Context: an optimization exercise on an open-source flow, tuned for small area, a short achievable clock period and few clock cycles per item. The choices shown serve that exercise and are no tape-out recipe. Function was checked by simulation only, so behaviour that the tests miss may differ from the original.

[flow/config.mk]
export PLATFORM = sky130hd
export DESIGN_NAME = executeStage
export DESIGN_NICKNAME = executeStage
export VERILOG_FILES = /design/flow/design.v
export SDC_FILE = /design/flow/constraint.sdc
export NUM_CORES = 4
export LEC_CHECK = 0
export CAP_MARGIN = 20
export CORE_MARGIN = 2
export CORE_UTILIZATION = 40
export PLACE_DENSITY = 0.55
export SETUP_SLACK_MARGIN = 5
export SLEW_MARGIN = 20
[flow/design.v]
package execPkg;
    localparam int XLEN      = 64;
    localparam int REG_IDX_W = 5;
    localparam int OUT_CREDITS = 2;
    localparam int CREDIT_W    = $clog2(OUT_CREDITS + 1);
    localparam int MD_STEPS = 64;
    localparam int MD_CNT_W = $clog2(MD_STEPS);
    typedef logic [XLEN-1:0]      xlenT;
    typedef logic [REG_IDX_W-1:0] regIdxT;
endpackage
package rvIsaPkg;
    typedef enum logic [1:0] {
        SRC_A_ZERO = 2'd0,
        SRC_A_RS1  = 2'd1,
        SRC_A_PC   = 2'd2,
        SRC_A_PC4  = 2'd3
    } srcASelT;
    typedef enum logic [1:0] {
        SRC_B_RS2   = 2'd0,
        SRC_B_IMM   = 2'd1,
        SRC_B_IMM12 = 2'd2,
        SRC_B_CSR   = 2'd3
    } srcBSelT;
    typedef enum logic [3:0] {
        ALU_ADD  = 4'd0,
        ALU_SUB  = 4'd1,
        ALU_SLL  = 4'd2,
        ALU_SLT  = 4'd3,
        ALU_SLTU = 4'd4,
        ALU_XOR  = 4'd5,
        ALU_SRL  = 4'd6,
        ALU_SRA  = 4'd7,
        ALU_OR   = 4'd8,
        ALU_AND  = 4'd9
    } aluOpT;
    typedef enum logic [2:0] {
        MUL_MUL    = 3'd0,
        MUL_MULH   = 3'd1,
        MUL_MULHSU = 3'd2,
        MUL_MULHU  = 3'd3,
        MUL_DIV    = 3'd4,
        MUL_DIVU   = 3'd5,
        MUL_REM    = 3'd6,
        MUL_REMU   = 3'd7
    } mulOpT;
    typedef enum logic [2:0] {
        CSR_NONE = 3'd0,
        CSR_RW   = 3'd1,
        CSR_RS   = 3'd2,
        CSR_RC   = 3'd3,
        CSR_RWI  = 3'd4,
        CSR_RSI  = 3'd5,
        CSR_RCI  = 3'd6
    } csrOpT;
    typedef enum logic [1:0] {
        FLAG_LT  = 2'd0,
        FLAG_LTU = 2'd1,
        FLAG_EQ  = 2'd2
    } flagSelT;
endpackage
`timescale 1ns/10ps
module aluUnit (
    input  logic [63:0] a,
    input  logic [63:0] b,
    input  logic        sub,     
    input  logic        sx,      
    input  logic        cin,     
    input  logic        left,    
    input  logic        arith,   
    input  logic [6:0]  sel,     
    input  logic        flag,
    input  logic        word,
    output logic [63:0] res,
    output logic [63:0] sum,
    output logic        ge
);
    logic [65:0] s;
    logic [5:0]  sh;
    logic        fill;
    logic [63:0] sin;
    logic [63:0] sr;
    logic [63:0] shres;
    logic [63:0] r;
    logic [64:0] xa;
    logic [64:0] xb;
    assign xa = {sx & a[63], a};
    assign xb = {sx ? b[63] : sub, b};
    always_comb begin
        logic [65:0] g;
        logic [65:0] p;
        g = {xa & xb, sub | cin};
        p = {xa ^ xb, 1'b0};
        for (int w = 1; w < 66; w = w * 2) begin
            for (int i = 0; i < 66; i++) begin
                if ((i / w) % 2 == 1) begin
                    g[i] = g[i] | (p[i] & g[(i / w) * w - 1]);
                    p[i] = p[i] & p[(i / w) * w - 1];
                end
            end
        end
        s = {(xa ^ xb) ^ g[64:0], 1'b0};
    end
    assign sum = s[64:1];
    assign ge  = ~s[65];
    assign sh   = {~word & b[5], b[4:0]};
    assign fill = arith & a[63];
    always_comb begin
        for (int i = 0; i < 64; i++) sin[i] = left ? a[63-i] : a[i];
    end
    assign sr = 64'($signed({fill, sin}) >>> sh);
    always_comb begin
        for (int i = 0; i < 64; i++) shres[i] = left ? sr[63-i] : sr[i];
    end
    assign r = ({64{sel[0]}} & sum) |
               ({64{sel[1]}} & shres) |
               ({64{sel[2]}} & {63'b0, s[65]}) |
               ({64{sel[3]}} & (a ^ b)) |
               ({64{sel[4]}} & (a | b)) |
               ({64{sel[5]}} & (a & b)) |
               ({64{sel[6]}} & {63'b0, flag});
    assign res = r;
endmodule
`timescale 1ns/10ps
module mulDivUnit (
    input  logic [63:0] s,
    input  logic [63:0] c,
    input  logic [63:0] m,
    input  logic [3:0]  q,
    input  logic        cy,
    output logic [63:0] sN,
    output logic [63:0] cN,
    output logic [63:0] sL,      
    output logic [63:0] cL,
    output logic [3:0]  digit,
    output logic        cyN
);
    logic [67:0] p0, p1, p2, p3;
    logic [67:0] s1, c1, s2, c2, s3, c3, s4, c4;
    logic [67:0] sa, ca;
    logic [4:0]  low;
    assign p0 = q[0] ? {4'b0, m}       : '0;
    assign p1 = q[1] ? {3'b0, m, 1'b0} : '0;
    assign p2 = q[2] ? {2'b0, m, 2'b0} : '0;
    assign p3 = q[3] ? {1'b0, m, 3'b0} : '0;
    assign sa = {4'b0, s};
    assign ca = {4'b0, c};
    assign s1 = sa ^ ca ^ p0;
    assign c1 = {((sa & ca) | (sa & p0) | (ca & p0)), 1'b0};
    assign s2 = p1 ^ p2 ^ p3;
    assign c2 = {((p1 & p2) | (p1 & p3) | (p2 & p3)), 1'b0};
    assign s3 = s1 ^ c1 ^ s2;
    assign c3 = {((s1 & c1) | (s1 & s2) | (c1 & s2)), 1'b0};
    assign s4 = s3 ^ c3 ^ c2;
    assign c4 = {((s3 & c3) | (s3 & c2) | (c3 & c2)), 1'b0};
    assign low   = {1'b0, s4[3:0]} + {1'b0, c4[3:0]} + {4'b0, cy};
    assign digit = low[3:0];
    assign cyN   = low[4];
    assign sN    = s4[67:4];
    assign sL    = s4[63:0];
    assign cL    = c4[63:0];
    assign cN    = c4[67:4];
endmodule
`timescale 1ns/10ps
module executeStage (
    input  logic        clk,
    input  logic        rst,
    input  logic        flush,
    input  logic        outCredit,
    input  logic        inValid,
    input  logic [63:0] inPc,
    input  logic [63:0] inRs1,
    input  logic [63:0] inRs2,
    input  logic [63:0] inImm,
    input  logic [63:0] inCsrValue,
    input  logic [1:0]  inSrcA,
    input  logic [1:0]  inSrcB,
    input  logic [3:0]  inAluOp,
    input  logic [2:0]  inMulOp,
    input  logic        inIsMulDiv,
    input  logic        inWordOp,
    input  logic        inIsCompare,
    input  logic        inCmpImm,
    input  logic [1:0]  inFlagSel,
    input  logic        inFlagInv,
    input  logic [2:0]  inCsrOp,
    input  logic [4:0]  inRd,
    output logic        inCredit,
    output logic        outValid,
    output logic [63:0] outResult,
    output logic        outFlag,
    output logic        outCsrWrite,
    output logic [63:0] outCsrWriteValue,
    output logic [4:0]  outRd,
    output logic        fwdValid,
    output logic [4:0]  fwdRd,
    output logic [63:0] fwdData
);
    localparam int S_IDLE   = 0;
    localparam int S_SETUP  = 1;    
    localparam int S_MUL    = 2;    
    localparam int S_MULFIN = 3;    
    localparam int S_CPA    = 4;    
    localparam int S_NEGP   = 5;    
    localparam int D_NEGX   = 6;    
    localparam int D_NEGD   = 7;    
    localparam int D_ALIGN  = 8;    
    localparam int D_IT     = 9;    
    localparam int D_FIN    = 10;   
    localparam int NST      = 11;
    localparam int R_SUM  = 0;
    localparam int R_SH   = 1;
    localparam int R_LT   = 2;
    localparam int R_XOR  = 3;
    localparam int R_OR   = 4;
    localparam int R_AND  = 5;
    localparam int R_FLAG = 6;
    localparam int NR     = 7;
    logic [63:0] rA;         
    logic [63:0] rB;         
    logic [63:0] rR1;        
    logic [63:0] rCB;        
    logic          irV;
    logic [2:0]    iMulOp;
    logic          iIsMD;
    logic          iWord;
    logic          iFlag;
    logic          iCsrW;
    logic [4:0]    iRd;
    logic          aSub;
    logic          aSx;
    logic          aLeft;
    logic          aArith;
    logic [NR-1:0] aSel;
    logic [NST-1:0] mSt;
    logic [6:0]     mCnt;
    logic           mCy;
    logic           dNegX;
    logic           dNegD;
    logic           dZero;
    logic        hV;
    logic        hRdy;
    logic [63:0] hRes;
    logic        hFlag;
    logic        hCsrW;
    logic [63:0] hCsrV;
    logic [4:0]  hRd;
    logic [1:0]  outCnt;
    logic        owe;
    logic [63:0] selA;
    logic [63:0] selB;
    logic [63:0] extA;
    logic [63:0] extB;
    logic        sgnA;
    logic        sgnB;
    logic [63:0] csrX;
    logic [63:0] newCsr;
    logic [NR-1:0] inSel;
    logic          inSub;
    logic          inDiv;
    logic [63:0] pcPlus4;
    always_comb begin
        logic [61:0] p;
        p = {inPc[62:2], 1'b1};
        for (int w = 1; w < 62; w = w * 2) begin
            for (int i = 0; i < 62; i++) begin
                if ((i / w) % 2 == 1) p[i] = p[i] & p[(i / w) * w - 1];
            end
        end
        pcPlus4 = {inPc[63:2] ^ p, inPc[1:0]};
    end
    always_comb begin
        case (inSrcA)
            2'd0:    selA = '0;
            2'd1:    selA = inRs1;
            2'd2:    selA = inPc;
            default: selA = pcPlus4;
        endcase
        case (inSrcB)
            2'd0:    selB = inRs2;
            2'd1:    selB = inImm;
            2'd2:    selB = {inImm[51:0], 12'b0};
            default: selB = inCsrValue;
        endcase
    end
    assign sgnA = inIsMulDiv ? (inMulOp == 3'd1 || inMulOp == 3'd2 || inMulOp == 3'd4 || inMulOp == 3'd6)
                             : (inAluOp == 4'd3 || inAluOp == 4'd7);
    assign sgnB = inIsMulDiv ? (inMulOp == 3'd1 || inMulOp == 3'd4 || inMulOp == 3'd6)
                             : (inAluOp == 4'd3);
    assign extA = inWordOp ? {{32{sgnA & selA[31]}}, selA[31:0]} : selA;
    assign extB = inWordOp ? {{32{sgnB & selB[31]}}, selB[31:0]} : selB;
    assign csrX = inCsrOp[2] ? inImm : inRs1;
    always_comb begin
        case (inCsrOp)
            3'd2, 3'd5: newCsr = inCsrValue | csrX;
            3'd3, 3'd6: newCsr = inCsrValue & ~csrX;
            default:    newCsr = csrX;
        endcase
    end
    assign inSub = ~inIsMulDiv & ~inIsCompare & (inAluOp == 4'd1 || inAluOp == 4'd3 || inAluOp == 4'd4);
    assign inDiv = inIsMulDiv & inMulOp[2];
    logic [63:0] cmpB;
    logic        ltu;
    logic        lts;
    logic        eq;
    logic        flagRaw;
    logic        flag;
    assign cmpB = inCmpImm ? inImm : inRs2;
    always_comb begin
        logic [63:0] l;
        logic [63:0] e;
        l = ~inRs1 & cmpB;
        e = ~(inRs1 ^ cmpB);
        for (int w = 1; w < 64; w = w * 2) begin
            for (int i = 0; i < 64; i = i + 2 * w) begin
                l[i] = l[i + w] | (e[i + w] & l[i]);
                e[i] = e[i + w] & e[i];
            end
        end
        ltu = l[0];
        eq  = e[0];
    end
    assign lts = (inRs1[63] ^ cmpB[63]) ? inRs1[63] : ltu;
    always_comb begin
        case (inFlagSel)
            2'd0:    flagRaw = lts;
            2'd1:    flagRaw = ltu;
            default: flagRaw = eq;
        endcase
    end
    assign flag = flagRaw ^ inFlagInv;
    always_comb begin
        inSel = '0;
        if (inIsCompare) begin
            inSel[R_FLAG] = 1'b1;
        end else begin
            case (inAluOp)
                4'd0, 4'd1:       inSel[R_SUM] = 1'b1;
                4'd2, 4'd6, 4'd7: inSel[R_SH]  = 1'b1;
                4'd3, 4'd4:       inSel[R_LT]  = 1'b1;
                4'd5:             inSel[R_XOR] = 1'b1;
                4'd8:             inSel[R_OR]  = 1'b1;
                default:          inSel[R_AND] = 1'b1;
            endcase
        end
    end
    logic [63:0] aluRes;
    logic [63:0] aluSum;
    logic        aluGe;
    aluUnit alu (
        .a     (rA),
        .b     (rB),
        .sub   (aSub),
        .sx    (aSx),
        .cin   (mCy & mSt[S_CPA]),
        .left  (aLeft),
        .arith (aArith),
        .sel   (aSel),
        .flag  (iFlag),
        .word  (iWord),
        .res   (aluRes),
        .sum   (aluSum),
        .ge    (aluGe)
    );
    logic [63:0] csaS;
    logic [63:0] csaC;
    logic [63:0] csaSL;
    logic [63:0] csaCL;
    logic [3:0]  csaDigit;
    logic        csaCy;
    mulDivUnit csa (
        .s     (rA),
        .c     (rB),
        .m     (rCB),
        .q     (rR1[3:0]),
        .cy    (mCy),
        .sN    (csaS),
        .cN    (csaC),
        .sL    (csaSL),
        .cL    (csaCL),
        .digit (csaDigit),
        .cyN   (csaCy)
    );
    logic [63:0] incSrc;
    logic [63:0] incIn;
    logic [63:0] incOut;
    logic        incInv;
    logic        incCin;
    logic        divNeg;
    logic        divRem;
    assign divRem = iMulOp[1];
    assign divNeg = divRem ? dNegX : (dZero | (dNegX ^ dNegD));
    always_comb begin
        if (mSt[D_NEGD]) begin
            incSrc = rB;
        end else if (mSt[D_FIN] && !divRem) begin
            incSrc = rR1;
        end else begin
            incSrc = rA;
        end
        incInv = 1'b0;
        incCin = 1'b0;
        if (mSt[D_NEGX]) begin
            incInv = 1'b1; incCin = 1'b1;
        end else if (mSt[D_NEGD]) begin
            incInv = ~iMulOp[2]; incCin = 1'b1;
        end else if (mSt[S_NEGP]) begin
            incInv = 1'b1; incCin = mCy;
        end else if (mSt[D_FIN]) begin
            incInv = divNeg; incCin = divNeg & ~(dZero & ~divRem);
        end
    end
    assign incIn = incSrc ^ {64{incInv}};
    always_comb begin
        logic [63:0] p;
        p = {incIn[62:0], incCin};
        for (int w = 1; w < 64; w = w * 2) begin
            for (int i = 0; i < 64; i++) begin
                if ((i / w) % 2 == 1) p[i] = p[i] & p[(i / w) * w - 1];
            end
        end
        incOut = incIn ^ p;
    end
    logic [63:0] smear;
    logic        al4;
    logic        al1;
    always_comb begin
        smear = rA;
        smear = smear | (smear >> 1);
        smear = smear | (smear >> 2);
        smear = smear | (smear >> 4);
        smear = smear | (smear >> 8);
        smear = smear | (smear >> 16);
        smear = smear | (smear >> 32);
    end
    logic [63:0] dvs;
    assign dvs = ~rB;
    assign al4 = (dvs[63:60] == 4'd0) && (((dvs << 4) & ~smear) == '0);
    assign al1 = ~dvs[63] && (((dvs << 1) & ~smear) == '0);
    logic [63:0] mdRes;
    assign mdRes = incOut;
    logic hFree;
    logic xGo;           
    logic xAlu;
    logic mStart;
    logic mDone;         
    logic irLoad;        
    logic issue;
    logic [NST-1:0] mStN;
    logic [6:0]     mCntN;
    logic           mCyN;
    logic           dNegXN;
    logic           dNegDN;
    logic           dZeroN;
    logic           setupMul;
    logic           lMul;
    logic           mulSwap;
    logic           divStep;
    logic           aSubM;
    logic           aSubMW;
    logic           aSelSumMW;
    logic        wA, wB, wR1, wCB;
    logic [63:0] nA, nB, nR1, nCB;
    assign hFree  = ~hV | outValid;
    assign xGo    = irV & mSt[S_IDLE] & hFree;
    assign xAlu   = xGo & ~iIsMD;
    assign mStart = xGo & iIsMD;
    assign issue  = hV & hRdy & ~outValid & ((outCnt != 2'd0) | outCredit) & ~flush;
    assign lMul = (iMulOp == 3'd0);
    always_comb begin
        logic [15:0] da;
        logic [15:0] db;
        for (int i = 0; i < 16; i++) begin
            da[i] = |rA[4*i +: 4];
            db[i] = |rB[4*i +: 4];
        end
        for (int i = 14; i >= 0; i--) begin
            da[i] = da[i] | da[i + 1];
            db[i] = db[i] | db[i + 1];
        end
        mulSwap = |(db & ~da);
    end
    always_comb begin
        mStN   = mSt;
        mCntN  = mCnt;
        mCyN   = 1'b0;
        dNegXN = dNegX;
        dNegDN = dNegD;
        dZeroN = dZero;
        mDone  = 1'b0;
        setupMul = 1'b0;
        divStep  = 1'b0;
        aSubMW    = 1'b0;
        aSubM     = 1'b0;
        aSelSumMW = 1'b0;
        wA = 1'b0; wB = 1'b0; wR1 = 1'b0; wCB = 1'b0;
        nA = 'x; nB = 'x; nR1 = 'x; nCB = 'x;
        if (mStart) begin
            dNegXN = (iMulOp == 3'd1 || iMulOp == 3'd2 || iMulOp == 3'd4 || iMulOp == 3'd6) && rA[63];
            dNegDN = iMulOp[2] ? (~iMulOp[0] & ~rB[63]) : ((iMulOp == 3'd1) & rB[63]);
            dZeroN = 1'b0;
            mCntN  = '0;
            mStN   = '0;
            if (iMulOp[2]) begin
                wR1 = 1'b1; nR1 = '0;
            end
            if (dNegXN)                  mStN[D_NEGX] = 1'b1;
            else if (dNegDN)             mStN[D_NEGD] = 1'b1;
            else if (iMulOp[2])          mStN[D_ALIGN] = 1'b1;
            else                         setupMul     = 1'b1;
        end
        if (mSt[S_SETUP]) setupMul = 1'b1;
        if (setupMul) begin
            wA = 1'b1; nA = '0;
            wB = 1'b1; nB = '0;
            wCB = 1'b1; nCB = (lMul & mulSwap) ? rB : rA;
            wR1 = 1'b1; nR1 = (lMul & mulSwap) ? rA : rB;
            mCntN = 7'd16;
            mStN  = '0;
            mStN[S_MUL] = 1'b1;
        end
        if (mSt[S_MUL] && lMul) begin
            wA = 1'b1; nA = csaSL;
            wB = 1'b1; nB = csaCL;
            wCB = 1'b1; nCB = {rCB[59:0], 4'b0};
            wR1 = 1'b1; nR1 = {4'b0, rR1[63:4]};
            if (rR1[63:4] == '0) begin
                mStN = '0; mStN[S_CPA] = 1'b1;
                aSubMW = 1'b1; aSubM = 1'b0; aSelSumMW = 1'b1;
            end
        end
        if (mSt[S_MUL] && !lMul) begin
            wA = 1'b1; nA = csaS;
            wB = 1'b1; nB = csaC;
            wR1 = 1'b1; nR1 = {csaDigit, rR1[63:4]};
            mCyN  = csaCy;
            mCntN = mCnt - 7'd1;
            if (mCnt == 7'd1) begin
                mStN = '0; mStN[S_CPA] = 1'b1;
                aSubMW = 1'b1; aSubM = 1'b0; aSelSumMW = 1'b1;
            end
        end
        if (mSt[S_CPA]) begin
            if (dNegX ^ dNegD) begin
                wA = 1'b1; nA = aluSum;
                mCyN = (rR1 == '0);    
                mStN = '0; mStN[S_NEGP] = 1'b1;
            end else begin
                mDone = 1'b1;
            end
        end
        if (mSt[S_NEGP]) begin
            mDone = 1'b1;
        end
        if (mSt[D_NEGX]) begin
            wA = 1'b1; nA = incOut;
            mStN = '0;
            if (dNegD)          mStN[D_NEGD]  = 1'b1;
            else if (iMulOp[2]) mStN[D_ALIGN] = 1'b1;
            else                mStN[S_SETUP] = 1'b1;
        end
        if (mSt[D_NEGD]) begin
            wB = 1'b1; nB = incOut ^ {64{iMulOp[2]}};
            mStN = '0;
            if (iMulOp[2]) mStN[D_ALIGN] = 1'b1;
            else           mStN[S_SETUP] = 1'b1;
        end
        if (mSt[D_ALIGN] || mSt[D_IT]) begin
            divStep = mSt[D_IT] | (~al4 & ~al1);
            wA = 1'b1; nA = (divStep & aluGe) ? aluSum : incOut;
            wR1 = 1'b1; nR1 = {rR1[62:0], divStep & aluGe};
            wB = 1'b1;
            if (divStep)  nB = {1'b1, rB[63:1]};
            else if (al4) nB = {rB[59:0], 4'hf};
            else          nB = {rB[62:0], 1'b1};
            if (divStep) begin
                mCntN = mCnt - 7'd1;
                mStN = '0;
                if (mCnt == 7'd0) mStN[D_FIN] = 1'b1;
                else              mStN[D_IT]  = 1'b1;
            end else begin
                mCntN = mCnt + (al4 ? 7'd4 : 7'd1);
            end
            if (mSt[D_ALIGN] && rB == '1) begin
                dZeroN = 1'b1;
                mStN = '0; mStN[D_FIN] = 1'b1;
            end
        end
        if (mSt[D_FIN]) begin
            mDone = 1'b1;
        end
        if (mStN[D_ALIGN] && !mSt[D_ALIGN]) begin
            aSubMW = 1'b1; aSubM = 1'b1;
        end
        if (mDone || flush) begin
            mStN = '0;
            mStN[S_IDLE] = 1'b1;
        end
    end
    logic hSelMd;
    logic [63:0] hResR;
    logic [63:0] hResN;
    assign hSelMd = mSt[S_NEGP] | mSt[D_FIN];
    assign hResR  = hSelMd ? mdRes : aluRes;
    assign hResN  = iWord ? {{32{hResR[31]}}, hResR[31:0]} : hResR;
    logic irVN;
    logic hVN;
    logic hRdyN;
    logic [4:0] hRdN;
    logic nextMD;
    logic hWriteSoon;
    logic safe;
    logic give;
    assign irLoad = ~irV | xAlu | mDone;
    always_comb begin
        if (inValid)                 irVN = 1'b1;
        else if (flush)              irVN = 1'b0;
        else if (xAlu || mDone)      irVN = 1'b0;
        else                         irVN = irV;
        if (flush)                   hVN = 1'b0;
        else if (xGo)                hVN = 1'b1;
        else if (outValid)           hVN = 1'b0;
        else                         hVN = hV;
        if (xGo)                     hRdyN = ~iIsMD;
        else if (mDone)              hRdyN = 1'b1;
        else                         hRdyN = hRdy;
    end
    assign hRdN = xGo ? iRd : hRd;
    assign nextMD = inValid ? inIsMulDiv : iIsMD;
    assign hWriteSoon = mStN[D_FIN] | mStN[S_NEGP] |
                        (mStN[S_CPA] & ~(dNegXN ^ dNegDN));
    assign safe = ~irVN |
                  (~nextMD & (~hVN | issue)) |
                  (~inValid & hWriteSoon);
    assign give = (owe | inValid) & safe;
    always_ff @(posedge clk or posedge rst) begin
        if (rst) begin
            irV      <= 1'b0;
            hV       <= 1'b0;
            hRdy     <= 1'b0;
            mSt      <= NST'(1);
            mCy      <= 1'b0;
            outValid <= 1'b0;
            fwdValid <= 1'b0;
            outCnt   <= 2'd2;
            inCredit <= 1'b0;
            owe      <= 1'b0;
        end else begin
            irV      <= irVN;
            hV       <= hVN;
            hRdy     <= hRdyN;
            mSt      <= mStN;
            mCy      <= mCyN;
            outValid <= issue;
            fwdValid <= hVN & hRdyN & ~issue & (hRdN != 5'd0);
            outCnt   <= outCnt - {1'b0, issue} + {1'b0, outCredit};
            inCredit <= give;
            owe      <= (owe | inValid) & ~give;
        end
    end
    always_ff @(posedge clk) begin
        mCnt   <= mCntN;
        dNegX  <= dNegXN;
        dNegD  <= dNegDN;
        dZero  <= dZeroN;
        if (irLoad) begin
            rA       <= extA;
            rB       <= extB ^ {64{inSub | inDiv}};
            rR1      <= newCsr;
            iMulOp   <= inMulOp;
            iIsMD    <= inIsMulDiv;
            iWord    <= inWordOp;
            iFlag    <= flag;
            iCsrW    <= (inCsrOp != 3'd0);
            iRd      <= inRd;
            aSub     <= inSub;
            aSx      <= (inAluOp == 4'd3);
            aLeft    <= (inAluOp == 4'd2);
            aArith   <= (inAluOp == 4'd7);
            aSel     <= inSel;
        end else begin
            if (wA)  rA  <= nA;
            if (wB)  rB  <= nB;
            if (wR1) rR1 <= nR1;
            if (wCB) rCB <= nCB;
            if (aSubMW) begin
                aSub <= aSubM;
                aSx  <= 1'b0;
            end
            if (aSelSumMW) begin
                aSel <= NR'(1) << R_SUM;
            end
        end
        if (xGo) begin
            hFlag <= iFlag;
            hCsrW <= iCsrW;
            hCsrV <= rR1;
            hRd   <= iRd;
        end
        if (xAlu || mDone) hRes <= hResN;
    end
    assign fwdRd            = hRd;
    assign fwdData          = hRes;
    assign outResult        = hRes;
    assign outFlag          = hFlag;
    assign outCsrWrite      = hCsrW;
    assign outCsrWriteValue = hCsrV;
    assign outRd            = hRd;
endmodule
[flow/flow/run.sh]
#!/bin/bash
set -uo pipefail
MARGIN=7
sed -e "s/SETUP_SLACK_MARGIN=[0-9.]*/SETUP_SLACK_MARGIN=${MARGIN}/" standard.sh > standard_margin.sh
grep -q "SETUP_SLACK_MARGIN=${MARGIN}" standard_margin.sh || exit 1
bash standard_margin.sh > flow_make.log 2>&1
status=$?
exit $status
[flow/constraint.sdc]
create_clock -name core_clock -period 12.0 [get_ports {clk}]
set_input_delay 2.4000 -clock core_clock [delete_from_list [all_inputs] [get_ports {clk}]]
set_output_delay 2.4000 -clock core_clock [all_outputs]
set_load 0.01 [all_outputs]
[flow/standard.sh]
#!/bin/bash
# synth_recipe.tcl (not shown) runs the flow's synth.tcl, then flattens the netlist and writes it again
# the make line also repeats each setting of config.mk as NAME=value (left out here)
make -C /OpenROAD-flow-scripts/flow DESIGN_CONFIG=/design/flow/config.mk WORK_HOME=/design/flow/orfs CLKGATE_MAP_FILE= SYNTH_SCRIPT=/design/flow/synth_recipe.tcl "${@:-finish}"
==> results.yml, run 1 <==
synthesis:
  yosys.area.top_type: "edfxtp_1"
  synthArstFlopShare_pct: 4.50
  synth_seq_cells: 444
  ys_seq_area_share_pct: 22.0
  synthesis.area_um2: 59700
  ys_top_cells_by_area: "edfxtp_1, fa_1, mux4_2"
  ys_types: 102
  synthTopCellsByCount: "nand2_1, clkbuf_1, a21oi_1"
  syn_inst: 7132
  yosysMostFrequentCell: "nand2_1"
  synth_nets: 7960
  synth-edff-count: 416
  yosysWarnings: 2
  syn_avg_cell_area_um2: 8.37
  synthFlopType: "edfxtp_1"
  synth_top_area_share_pct: 20.9
worst_setup_path:
  path_max_fanout: 53
  rrSetupSlack_ps: 6650
  worst_setup_path_start_kind: "register"
  worstPathArrival_ps: 5900
  path_class: "reg -> reg"
  rr_worst_depth: 10
  cp-end-kind: "register"
  crit_required_ps: 12560
cells_and_area:
  utilization_pct: 50.5
  synthToLayoutAreaGrowth_pct: 25.2
  nets: 8360
  drive_gt1_share_pct: 17.2
global_route:
  antenna_found_initial: 30
  top_usage_layer: "met1"
  met3_usage_pct: 25.5
  grt_overflow_total: 0
  met1_usage_pct: 61.9
  grtUsageTotal_pct: 47.5
  grt_pass1_wl_um: 508000
  grt_max_degree: 118
  grt_use_met2_pct: 61.3
  grt_pass1_vias: 61600
placed_design:
  dp_hpwl_um: 281000
  numPortBuffers: 557
  gp_congestion: 1.11
cts:
  cts_root_buf: "clkbuf_16"
  cts.sinks: 444
  clk_pin_slew_worst_paths_ps: 70
  cts_tree: "done"
  cts_max_path_buffers: 3
  clk_latency_ps: 720
  htreeDepth: 2
  hold_buffers: 0
  cts_buffers: 57
sta:
  finalSetupViolCount: 0
  tightest_slew_ps: 1310
  period_share_pct: 44.6
  tns_ps: 0
  fin_skew_ps: 29.0
  fmax_mhz: 187
  relSlewSlack_pct: 11.5
  drv_slew: 0
  rsz0062_at_grt: "yes"
  hold_violations: 0
  finalCriticalPeriod_ps: 5350
route:
  vias: 67100
  drc_errors: 0
  first_pass_iters: 8
  ant_nets: 0
  vias_per_cell: 7.04
  drt_wl_total_um: 378000
  wl_per_cell_um: 39.7
  first_iter_violations: 12100
hold_path:
  hold_path.class: "reg -> reg"
  holdPathStages: 0
floorplanning:
  initial_utilization_pct: 40.4
  die-area_um2: 152000
  rows: 141
  coreArea_um2: 148000
  ios: 558
  die_x_um: 390
  chipHeight_um: 390
run_status:
  status: "no timing/DRC/antenna violations"
run:
  drv_cap: 0
==> cell usage in the layout, fill, tap and decap left out, drive strengths merged, types with 218 or more instances in the layout <==
cell type      Yosys  final
a21oi            467    467
and2             228    228
buf              164    461
clkdlybuf4s50      0    527
edfxtp           416    416
fa               259    259
ha               218    218
inv              436    414
mux2i            280    280
nand2            775    776
nor2             445    446
nor3             245    245
o21ai            429    429
xnor2            231    231
==> area by class of cell <==
class	instances	area, um2
clock inverters	46	681
diodes	11	27.5
flip-flops and latches	444	13200
clock buffers	61	1470
well taps	1930	2410
fillers	14100	73100
repair buffers	1036	10400
inverters	441	1800
multi-input cells	5552	44800
==> sequential cells by signal, summed over array words and instances, names as in the netlist, 2 cells and up <==
register,count
mCnt,7
rB,64
hCsrV,64
rR1,64
rA,64
aSel,7
iMulOp,3
rCB,64
outCnt,2
mSt,10
iRd,5
hRd,5
hRes,64
==> critical path: stages (launching register included) <==
cell	delay, ps
edfxtp_1	700
nor4_1	610
nand3_1	260
nand3b_1	330
o2111ai_1	910
a41o_4	390
buf_8	350
buf_12	400
mux2i_1	600
a221oi_1	190
nor3_1	230
==> stage by stage <==
stage / worst slack (ps) / hold slack [ps] / std cells / area [um2]
after floorplan: 6950 / 400 / 7132 / 60300
after global placement: 4680 / 401 / 9124 / 66800
after detailed placement: 4650 / 416 / 9127 / 66800
after CTS: 6730 / 431 / 9429 / 72600
after global routing: 6670 / 442 / 9514 / 74700
final: 6650 / 430 / 9521 / 74700
==> per-layer routing <==
| layer | wire length, um | up-vias |
|---|---|---|
| met4 | 26100 | 28 |
| met2 | 142000 | 5995 |
| met3 | 65800 | 1049 |
| li1 | - | 26900 |
| met5 | 816 | - |
| met1 | 143000 | 33000 |
==> cell families after synthesis <==
| group | after synthesis | share of synthesized area (%) |
|---|---|---|
| multiplexers | 529 | 12.0 |
| flip-flops | 444 | 22.0 |
| adder cells (fa/ha/maj) | 477 | 13.3 |
| XOR/XNOR | 334 | 4.94 |
| AND/OR/NAND/NOR | 2254 | 18.5 |
| AO/OA/AOI/OAI | 1954 | 21.6 |
| buffers and inverters | 1140 | 7.67 |
==> final timing paths <==
kind,startpoint,to
worst max register to register,rB[62],rR1[21]
max in group asynchronous,rst,mSt[7]
min in group asynchronous,rst,outValid
worst min register to register,iCsrW,hCsrW
worst max-delay path,rB[62],rR1[21]
worst min-delay path,iCsrW,hCsrW
==> what timing repair did <==
item | CTS | global route
endpoints found under the setup margin | 287 | 242
setup buffers | 178 | 62
pin swaps | 106 | 95
gates resized for setup | 369 | 271
cloned | 17 | 4
endpoints found under the hold margin | 0 | 0
Testbench counts, summed over its fixed seeds: cycles 8,906, instrs 3,200.
==> run 2, diff against run 1 <==
--- a/flow/design.v
+++ b/flow/design.v
@@ -207,5 +207,6 @@
     localparam int D_IT     = 9;    
     localparam int D_FIN    = 10;   
-    localparam int NST      = 11;
+    localparam int S_SHR    = 11;   
+    localparam int NST      = 12;
     localparam int R_SUM  = 0;
     localparam int R_SH   = 1;
@@ -234,4 +235,5 @@
     logic [NST-1:0] mSt;
     logic [6:0]     mCnt;
+    logic [15:0]    mT;         
     logic           mCy;
     logic           dNegX;
@@ -357,5 +359,5 @@
         .sel   (aSel),
         .flag  (iFlag),
-        .word  (iWord),
+        .word  (iWord & ~mSt[S_SHR]),
         .res   (aluRes),
         .sum   (aluSum),
@@ -455,4 +457,7 @@
     logic           lMul;
     logic           mulSwap;
+    logic [15:0]    qTherm;
+    logic [15:0]    mTN;
+    logic           aShMW;
     logic           divStep;
     logic           aSubM;
@@ -474,9 +479,10 @@
             db[i] = |rB[4*i +: 4];
         end
-        for (int i = 14; i >= 0; i--) begin
-            da[i] = da[i] | da[i + 1];
-            db[i] = db[i] | db[i + 1];
+        for (int w = 1; w < 16; w = w * 2) begin
+            da = da | (da >> w);
+            db = db | (db >> w);
         end
         mulSwap = |(db & ~da);
+        qTherm  = mulSwap ? da : db;
     end
     always_comb begin
@@ -493,4 +499,6 @@
         aSubM     = 1'b0;
         aSelSumMW = 1'b0;
+        aShMW     = 1'b0;
+        mTN       = mT;
         wA = 1'b0; wB = 1'b0; wR1 = 1'b0; wCB = 1'b0;
         nA = 'x; nB = 'x; nR1 = 'x; nCB = 'x;
@@ -513,7 +521,8 @@
             wA = 1'b1; nA = '0;
             wB = 1'b1; nB = '0;
-            wCB = 1'b1; nCB = (lMul & mulSwap) ? rB : rA;
-            wR1 = 1'b1; nR1 = (lMul & mulSwap) ? rA : rB;
-            mCntN = 7'd16;
+            wCB = 1'b1; nCB = mulSwap ? rB : rA;
+            wR1 = 1'b1; nR1 = mulSwap ? rA : rB;
+            mTN   = (dNegXN ^ dNegDN) ? 16'hffff : qTherm;
+            mCntN = '0;
             mStN  = '0;
             mStN[S_MUL] = 1'b1;
@@ -534,6 +543,7 @@
             wR1 = 1'b1; nR1 = {csaDigit, rR1[63:4]};
             mCyN  = csaCy;
-            mCntN = mCnt - 7'd1;
-            if (mCnt == 7'd1) begin
+            mCntN = mCnt + 7'd1;
+            mTN   = {1'b0, mT[15:1]};
+            if (!mT[1]) begin
                 mStN = '0; mStN[S_CPA] = 1'b1;
                 aSubMW = 1'b1; aSubM = 1'b0; aSelSumMW = 1'b1;
@@ -545,8 +555,16 @@
                 mCyN = (rR1 == '0);    
                 mStN = '0; mStN[S_NEGP] = 1'b1;
+            end else if (!lMul && !mCnt[4]) begin
+                wA = 1'b1; nA = aluSum;
+                wB = 1'b1; nB = {58'b0, 4'(5'd16 - mCnt[4:0]), 2'b0};
+                mStN = '0; mStN[S_SHR] = 1'b1;
+                aShMW = 1'b1;
             end else begin
                 mDone = 1'b1;
             end
         end
+        if (mSt[S_SHR]) begin
+            mDone = 1'b1;
+        end
         if (mSt[S_NEGP]) begin
             mDone = 1'b1;
@@ -627,6 +645,6 @@
     assign hRdN = xGo ? iRd : hRd;
     assign nextMD = inValid ? inIsMulDiv : iIsMD;
-    assign hWriteSoon = mStN[D_FIN] | mStN[S_NEGP] |
-                        (mStN[S_CPA] & ~(dNegXN ^ dNegDN));
+    assign hWriteSoon = mStN[D_FIN] | mStN[S_NEGP] | mStN[S_SHR] |
+                        (mStN[S_CPA] & ~(dNegXN ^ dNegDN) & (lMul | mCntN[4]));
     assign safe = ~irVN |
                   (~nextMD & (~hVN | issue)) |
@@ -660,4 +678,5 @@
     always_ff @(posedge clk) begin
         mCnt   <= mCntN;
+        mT     <= mTN;
         dNegX  <= dNegXN;
         dNegD  <= dNegDN;
@@ -690,4 +709,9 @@
                 aSel <= NR'(1) << R_SUM;
             end
+            if (aShMW) begin
+                aSel   <= NR'(1) << R_SH;
+                aLeft  <= 1'b0;
+                aArith <= 1'b0;
+            end
         end
         if (xGo) begin
--- a/flow/config.mk
+++ b/flow/config.mk
@@ -6,8 +6,8 @@
 export NUM_CORES = 4
 export LEC_CHECK = 0
-export CAP_MARGIN = 20
+export CAP_MARGIN = 40
 export CORE_MARGIN = 2
 export CORE_UTILIZATION = 40
 export PLACE_DENSITY = 0.55
 export SETUP_SLACK_MARGIN = 5
-export SLEW_MARGIN = 20
+export SLEW_MARGIN = 40
==> results.yml, run 2 <==
route:
  vias: 67700
  first_iter_violations: 11800
  drt_wl_total_um: 385000
  wl_per_cell_um: 39.4
  vias_per_cell: 6.93
  first_pass_iters: 9
  ant_nets: 0
  drc_errors: 0
sta:
  fmax_mhz: 172
  fin_skew_ps: 32.2
  hold_violations: 0
  tns_ps: 0
  drv_slew: 0
  tightest_slew_ps: 1050
  finalSetupViolCount: 0
  rsz0062_at_grt: "yes"
  relSlewSlack_pct: 29.5
  period_share_pct: 48.6
  finalCriticalPeriod_ps: 5830
floorplanning:
  coreArea_um2: 152000
  initial_utilization_pct: 40.2
  rows: 143
  die_x_um: 395
  ios: 558
  chipHeight_um: 395
  die-area_um2: 156000
cts:
  clk_pin_slew_worst_paths_ps: 70
  hold_buffers: 0
  htreeDepth: 2
  cts_buffers: 59
  cts_max_path_buffers: 3
  cts.sinks: 460
  clk_latency_ps: 730
  cts_root_buf: "clkbuf_16"
  cts_tree: "done"
cells_and_area:
  nets: 8505
  layout_commonest_cell: "nand2_1"
  final_cell_mix: "nand2_1, clkdlybuf4s50_1, o21ai_0, a21oi_1, inv_1"
  fillCellCount: 14600
  utilization_pct: 49.9
  multi_input_comb_area_um2: 45000
  synthToLayoutAreaGrowth_pct: 23.9
  design_area_um2: 75600
  regArea_um2: 13600
  drive_gt1_share_pct: 16.3
worst_setup_path:
  path_cells: "inv_1, ha_1, o211ai_1, a21o_4, a311o_2, a2111oi_4, buf_4, o211ai_1, a21oi_4, o2111ai_4, a211oi_2, o21a_1, nor2_2, fa_2, xnor2_4, a31oi_4, buf_6, a21oi_4, buf_12, buf_16, a22o_1, o32a_1"
  worstPathArrival_ps: 6320
  max_stage_delay_ps: 490
  cp-end-kind: "register"
  worst_setup_path_start_kind: "register"
  crit_required_ps: 12490
  path_max_fanout: 6
  path_class: "reg -> reg"
  slowest_stage: "a311o_2"
  rr_worst_depth: 22
placed_design:
  dpl_cell_area_um2: 68600
  gp_congestion: 1.07
  dp_hpwl_um: 285000
  numPortBuffers: 557
global_route:
  grt_pass1_wl_um: 517000
  grtUsageTotal_pct: 47.1
  grt_max_degree: 123
  antenna_found_initial: 25
  grt_overflow_total: 0
  grt_pass1_vias: 62400
synthesis:
  yosysMostFrequentCell: "nand2_1"
  synthFlopType: "edfxtp_1"
  synth-edff-count: 429
  yosys.area.top_type: "edfxtp_1"
  ys_top_cells_by_area: "edfxtp_1, fa_1, mux2i_1"
  syn_avg_cell_area_um2: 8.41
  yosysWarnings: 2
  synthTopCellsByCount: "nand2_1, o21ai_0, a21oi_1"
  ys_types: 118
  synthArstFlopShare_pct: 4.57
  synthesis.area_um2: 61000
  synth_top_area_share_pct: 21.1
  synth_seq_cells: 460
  synth_nets: 8091
  syn_inst: 7259
  ys_seq_area_share_pct: 22.3
run_status:
  status: "no timing/DRC/antenna violations"
hold_path:
  holdPathStages: 0
  hold_path.class: "reg -> reg"
run:
  drv_cap: 0
[run 2: changes by cell type in the layout (fill, tap and decap cells not counted), moves of 29 or more]
| cell | delta |
|---|---|
| a211oi_1 | -37 |
| a21oi_1 | +54 |
| a22oi_1 | -29 |
| a31oi_1 | -58 |
| buf_4 | +30 |
| mux2i_1 | +39 |
| nand3_1 | +49 |
| nor2_1 | -30 |
| o21ai_0 | +108 |
[run 2: critical path: cells and delay by family (launching register included)]
family / cells / cell delay, ps
AOI/OAI and AO/OA: 13 / 3160
xor gates and xnor gates: 1 / 180
DFF: 1 / 470
buffers and inverters: 5 / 860
and+or+nand+nor: 1 / 50
adders and majority gates: 2 / 840
[run 2: final cells by class]
| type | count | area share (%) |
|---|---|---|
| Clock buffer | 65 | 1.99 |
| Inverter | 451 | 2.30 |
| Timing Repair Buffer | 1054 | 14.0 |
| Clock inverter | 46 | 0.754 |
| Timing Repair inverter | 1 | 0.0149 |
| Multi-Input combinational cell | 5646 | 59.5 |
| Sequential cell | 460 | 18.0 |
| Antenna cell | 13 | 0.0430 |
| Tap cell | 2030 | 3.36 |
[run 2: timing repair]
action | in CTS | in global routing
setup endpoints to repair | 372 | 219
cloned | 21 | 11
pin swaps | 75 | 43
resized for setup | 333 | 128
endpoints found under the hold margin | 0 | 0
buffers inserted | 176 | 61
[run 2: path summary, 6_finish.rpt]
check / from / to / slack, ps
max: rA[4] / rA[34] / 6170
min in group asynchronous: rst / fwdValid / 2040
min: iCsrW / hCsrW / 440
max in group asynchronous: rst / mSt[2] / 9520
min reg2reg: iCsrW / hCsrW / 440
max reg2reg: rA[4] / rA[34] / 6170
[run 2: cell families (layout without fill, tap and decap cells)]
family / Yosys count / after routing / synth area share [%]
XOR/XNOR: 362 / 362 / 5.23
AND/OR/NAND/NOR: 2261 / 2263 / 18.3
buffers and inverters: 1156 / 1617 / 7.89
AO/OA/AOI/OAI: 1989 / 1990 / 21.2
adder cells (fa/ha/maj): 481 / 481 / 13.1
other: 0 / 13 / 0
multiplexers: 550 / 550 / 11.9
flip-flops: 460 / 460 / 22.3
[run 2: per-stage QoR]
stage / setup WS [ps] / hold WS (ps) / cells
6_report: 6170 / 443 / 9766
5_1_grt: 6110 / 438 / 9756
4_1_cts: 6360 / 437 / 9672
3_5_place_dp: 4310 / 417 / 9364
3_3_place_gp: 4400 / 426 / 9352
2_1_floorplan: 6510 / 400 / 7259
[run 2: layer usage]
layer	global-route usage, %	part of all wire [%]
met5	0	0.054
met3	22.2	17
met4	25.8	7.2
met2	63.8	39
met1	61.0	37
Testbench counts of run 2, summed over its fixed seeds: cycles 8,557, instrs 3,200.
==> run 3, diff against run 2 <==
==> flow/flow/run.sh (replaced) <==
#!/bin/bash
set -uo pipefail
MARGIN=6.5
sed -e "s/SETUP_SLACK_MARGIN=[0-9.]*/SETUP_SLACK_MARGIN=${MARGIN}/" standard.sh > standard_margin.sh
grep -q "SETUP_SLACK_MARGIN=${MARGIN}" standard_margin.sh || exit 1
bash standard_margin.sh > flow_make.log 2>&1
status=$?
exit $status
==> results.yml, run 3 <==
worst_setup_path:
  path_class: "reg -> reg"
  worst_setup_path_start_kind: "register"
  path_max_fanout: 5
  worstPathArrival_ps: 6570
  slowest_stage: "a311o_2"
  crit_required_ps: 12570
  max_stage_delay_ps: 530
  rr_worst_depth: 25
  cpMostUsedCell: "buf_6"
  cp-end-kind: "register"
cells_and_area:
  fillCellCount: 14800
  synthToLayoutAreaGrowth_pct: 20.7
  nets: 8417
  design_area_um2: 73700
  drive_gt1_share_pct: 13.9
  layout_commonest_cell: "nand2_1"
  final_cell_mix: "nand2_1, clkdlybuf4s50_1, o21ai_0, a21oi_1, inv_1"
  instances_no_fill: 9674
  utilization_pct: 48.6
sta:
  finalSetupViolCount: 0
  tightest_slew_ps: 1010
  setup_slack_ps: 6000
  finalCriticalPeriod_ps: 6000
  holdWs_ps: 418
  period_share_pct: 50.0
  tns_ps: 0
  drv_slew: 0
  fmax_mhz: 167
  fin_skew_ps: 35.7
  hold_violations: 0
  relSlewSlack_pct: 32.0
  rsz0062_at_grt: "yes"
cts:
  clk_pin_slew_worst_paths_ps: 70
  htreeDepth: 2
  cts_root_buf: "clkbuf_16"
  hold_buffers: 0
  clk_latency_ps: 740
  cts_max_path_buffers: 3
  cts_tree: "done"
  cts_buffers: 60
  cts.sinks: 460
synthesis:
  synthArstFlopShare_pct: 4.57
  ys_seq_area_share_pct: 22.3
  syn_inst: 7259
  syn_avg_cell_area_um2: 8.41
  yosys.area.top_type: "edfxtp_1"
  synth-edff-count: 429
  synthFlopType: "edfxtp_1"
  synth_top_area_share_pct: 21.1
  synthesis.area_um2: 61000
  post_synth_fa_ha_maj_area_fraction_pct: 13.1
  synthSimpleGateAreaFrac_pct: 18.3
  ys_types: 118
  ys_top_cells_by_area: "edfxtp_1, fa_1, mux2i_1"
  yosysMostFrequentCell: "nand2_1"
  synthXorXnorAreaFrac_pct: 5.23
  synthMuxAreaShare_pct: 11.9
  synth-compound-area-share_pct: 21.2
  synth_nets: 8091
  yosysWarnings: 2
  synthTopCellsByCount: "nand2_1, o21ai_0, a21oi_1"
  synth_seq_cells: 460
  synth_top_family_by_area: "compound AO/OA/AOI/OAI gates"
floorplanning:
  die-area_um2: 156000
  chipHeight_um: 395
  ios: 558
  initial_utilization_pct: 40.2
  die_x_um: 395
  coreArea_um2: 152000
  rows: 143
run:
  drv_cap: 0
placed_design:
  pre_cts_ws_ps: 4370
  dp_hpwl_um: 287000
  gp_congestion: 1.07
  numPortBuffers: 557
  dpl_cell_area_um2: 68300
  dp.cells: 9351
route:
  vias_per_cell: 6.91
  first_pass_iters: 8
  drt_wl_total_um: 378000
  first_iter_violations: 11800
  ant_nets: 0
  vias: 66800
  drc_errors: 0
  wl_per_cell_um: 39.1
hold_path:
  hold_path.class: "reg -> reg"
  holdPathStages: 0
run_status:
  status: "no timing/DRC/antenna violations"
global_route:
  grt_max_degree: 119
  antenna_found_initial: 27
  grtUsageTotal_pct: 46.5
  grt_pass1_wl_um: 511000
  grt_overflow_total: 0
  grt_pass1_vias: 61700
-- run 3: repair_timing --
action,4_1_cts,5_1_grt
pin swaps,38,52
setup buffers,120,61
endpoints found under the setup margin,286,138
cloned,11,4
gates resized for setup,167,97
-- run 3: per-layer routing --
layer / share of wire (%) / vias to the layer above / track usage [%]
li1: - / 27200 / -
met1: 38 / 32900 / 61.3
met2: 39 / 5716 / 63.4
met3: 16 / 982 / 21.4
met4: 6.4 / 34 / 22.8
met5: 0.090 / - / 0.431
-- run 3: worst paths after layout --
| kind | start | endpoint | slack [ps] |
|---|---|---|---|
| worst max-delay path | rB[0] | rA[22] | 6000 |
| worst min-delay path | iCsrW | hCsrW | 420 |
| worst max register to register | rB[0] | rA[22] | 6000 |
| worst min register to register | iCsrW | hCsrW | 420 |
| max in group asynchronous | rst | mCy | 9560 |
| min in group asynchronous | rst | fwdValid | 2030 |
-- run 3: area by class of cell --
class / instances / area (um2) / share of cell area (%)
clock inverters: 38 / 457 / 0.620
repair buffers: 968 / 9500 / 12.9
multi-input cells: 5644 / 44200 / 60.0
flip-flops and latches: 460 / 13600 / 18.5
diodes: 12 / 30.0 / 0.0408
inverters: 451 / 1710 / 2.32
well taps: 2030 / 2540 / 3.45
clock buffers: 71 / 1590 / 2.16
-- run 3: critical path: cells and delay by family (launching register included) --
kind / cells / cell delay [ps]
DFF: 1 / 410
and+or+nand+nor: 3 / 300
AOI/OAI and AO/OA: 12 / 2870
adders and majority gates: 2 / 950
xor gates and xnor gates: 1 / 190
buffers and inverters: 7 / 1080
-- run 3: kinds of logic after synthesis --
family,Yosys count
xor gates and xnor gates,362
DFF,460
muxes,550
AOI/OAI and AO/OA,1989
buffers and inverters,1156
and+or+nand+nor,2261
adders and majority gates,481
==> run 4, diff against run 3 <==
==> flow/run.sh (new file) <==
#!/bin/bash
# synth_recipe.tcl (not shown) runs the flow's synth.tcl, then flattens the netlist and writes it again
# the make line also repeats each setting of config.mk as NAME=value (left out here)
make -C /OpenROAD-flow-scripts/flow DESIGN_CONFIG=/design/flow/config.mk WORK_HOME=/design/flow/orfs CLKGATE_MAP_FILE= SYNTH_SCRIPT=/design/flow/synth_recipe.tcl finish
removed: flow/flow/run.sh
removed: flow/standard.sh
==> results.yml, run 4 <==
worst_setup_path:
  path_class: "reg -> reg"
  worstPathArrival_ps: 7450
  rr_worst_depth: 21
  path_max_fanout: 22
  rrSetupSlack_ps: 5010
  cp-end-kind: "register"
  crit_required_ps: 12470
  r2r_end: "rA[28]"
  worst_r2r_startpoint: "rB[11]"
  cp-startpoint: "rB[11]"
  endpoint: "rA[28]"
  worst_setup_path_start_kind: "register"
route:
  wl_met1_um: 145000
  top_layer: "met5"
  route.met2.wl_um: 148000
  first_iter_violations: 11000
  ant_nets: 0
  route.met3.wl_um: 58100
  vias: 66200
  drc_errors: 0
  wl_per_cell_um: 39.4
  vias_per_cell: 6.93
  drt_wl_total_um: 376000
  first_pass_iters: 7
placed_design:
  gp_congestion: 1.09
  numPortBuffers: 557
  dpl_cell_area_um2: 68200
  dp_hpwl_um: 292000
  dp.cells: 9366
cells_and_area:
  synthToLayoutAreaGrowth_pct: 16.2
  layout_commonest_cell: "nand2_1"
  final_cell_mix: "nand2_1, clkdlybuf4s50_1, o21ai_0, a21oi_1, inv_1"
  instances_no_fill: 9555
  design_area_um2: 70900
  fillCellCount: 15100
  regArea_um2: 13600
  nets: 8281
  drive_gt1_share_pct: 10.6
  multi_input_comb_area_um2: 43200
global_route:
  grt_pass1_wl_um: 510000
  grt_overflow_total: 0
  antenna_found_initial: 32
  grtUsageTotal_pct: 46.4
  grt_pass1_vias: 60900
  grt_max_degree: 122
synthesis:
  syn_avg_cell_area_um2: 8.41
  synthTopCellsByCount: "nand2_1, o21ai_0, a21oi_1"
  synth_top_area_share_pct: 21.1
  yosysWarnings: 2
  synth-edff-count: 429
  yosys.area.top_type: "edfxtp_1"
  yosysMostFrequentCell: "nand2_1"
  synth_nets: 8091
  synthArstFlopShare_pct: 4.57
  ys_top_cells_by_area: "edfxtp_1, fa_1, mux2i_1"
  synthesis.area_um2: 61000
  synthFlopType: "edfxtp_1"
  ys_seq_area_share_pct: 22.3
  syn_inst: 7259
  ys_types: 118
  synth_seq_cells: 460
sta:
  holdWs_ps: 478
  fin_skew_ps: 29.0
  tightest_slew_ps: 1090
  period_share_pct: 58.2
  tns_ps: 0
  drv_slew: 0
  hold_violations: 0
  fmax_mhz: 143
  relSlewSlack_pct: 26.1
  finalCriticalPeriod_ps: 6990
  finalSetupViolCount: 0
  rsz0062_at_grt: "no"
floorplanning:
  ios: 558
  die-area_um2: 156000
  die_x_um: 395
  chipHeight_um: 395
  rows: 143
  initial_utilization_pct: 40.2
  coreArea_um2: 152000
cts:
  hold_buffers: 0
  htreeDepth: 2
  cts_max_path_buffers: 3
  cts_root_buf: "clkbuf_16"
  cts_buffers: 59
  cts_tree: "done"
  clk_pin_slew_worst_paths_ps: 60
  clk_latency_ps: 740
  cts.sinks: 460
hold_path:
  hold_path.class: "reg -> reg"
  hold_path_startpoint: "iCsrW"
run_status:
  status: "no timing/DRC/antenna violations"
run:
  drv_cap: 0
-- run 4: cell counts after synthesis --
Identical to the previous run, type by type.
-- run 4: area by class of cell --
class	instances	area share (%)
Multi-Input combinational cell	5643	61.0
Sequential cell	460	19.2
Timing Repair Buffer	834	11.0
Tap cell	2030	3.58
Inverter	451	2.40
Clock buffer	62	2.11
Clock inverter	50	0.683
Antenna cell	25	0.0882
-- run 4: worst min-delay path by stage --
stage / endpoint / slack [ps] / cells past startpoint
floorplan: hCsrW / 400 / 0
global placement: hCsrV[2] / 440 / 0
detailed placement: hCsrV[2] / 440 / 0
CTS: hCsrV[2] / 460 / 0
global route: hCsrW / 470 / 0
finish: hCsrW / 480 / 0
-- run 4: critical path, stage by stage, from the launching register on --
cell	delay, ps
edfxtp_1	470
inv_1	200
ha_1	470
and3_1	280
nand4_1	200
a311o_1	510
a2111oi_4	400
buf_4	220
o211ai_1	280
a21oi_4	380
o2111ai_1	280
a211oi_1	360
o21a_1	170
nor2_1	50
fa_1	520
xnor2_2	360
a31oi_4	120
nand2_4	300
o21ai_2	270
buf_6	290
a2111oi_0	450
nor2_1	90
-- run 4: cell families after synthesis --
kind of cell | Yosys count | synth area share, %
AND/OR/NAND/NOR | 2261 | 18.3
AO/OA/AOI/OAI | 1989 | 21.2
buffers and inverters | 1156 | 7.89
multiplexers | 550 | 11.9
adder cells (fa/ha/maj) | 481 | 13.1
flip-flops | 460 | 22.3
XOR/XNOR | 362 | 5.23
-- run 4: routing by layer --
layer / GRT usage (%) / vias to the layer above
li1: - / 26900
met2: 64.1 / 5572
met5: 0 / -
met1: 61.3 / 32700
met4: 23.9 / 26
met3: 19.5 / 991
-- run 4: what timing repair did --
item | CTS | global route
endpoints found under the setup margin | 64 | 54
buffers inserted | 8 | 33
cloned | 0 | 0
pin swaps | 1 | 3
resized for setup | 8 | 4
-- run 4: through the flow --
| stage | util [%] | worst slack [ps] |
|---|---|---|
| 2_1_floorplan | - | 5170 |
| 3_3_place_gp | 44.7 | 3750 |
| 3_5_place_dp | 45.0 | 3630 |
| 4_1_cts | 46.3 | 5010 |
| 5_1_grt | 46.7 | 5000 |
| 6_report | 46.8 | 5010 |

separate check: timing with driven ports:
How much do the figures lean on ideal ports? The routed layouts below were timed once more, with nothing changed but the port constraints.
Step 1 sets driving cells, clkbuf_16 on the clock port and buf_2 on the other inputs (assumed; they add their load-dependent delay and slew).
Step 2 times the ports against the registers' clock, not the clock port: input delays grow and output delays shrink by t, the midpoint of the rising clock arrivals with the driver on.
Three values: no drivers, after step 1, after step 2; two values: the first two.
| run | shift t [ns] | slack for setup (ns) | worst setup path after step 2 | slew at the worst register clock pin (ns) | worst slew at a driven data input, ns |
|---|---|---|---|---|---|
| run 1 | 0.802 | 6.653 / 6.653 / 6.122 | input to register | 0.08 / 0.08 | 0.15 |
| run 2 | 0.806 | 6.171 / 6.171 / 5.526 | input to register | 0.08 / 0.08 | 0.17 |
| run 3 | 0.795 | 6.002 / 6.002 / 5.287 | input to register | 0.07 / 0.07 | 0.10 |
| run 4 | 0.801 | 5.011 / 5.011 / 4.953 | input to register | 0.08 / 0.08 | 0.11 |
After both steps every run listed still meets setup and hold. For run 3, which loses most, drivers alone change the setup slack by 0.000 ns; drivers and shift together by -0.715 ns.
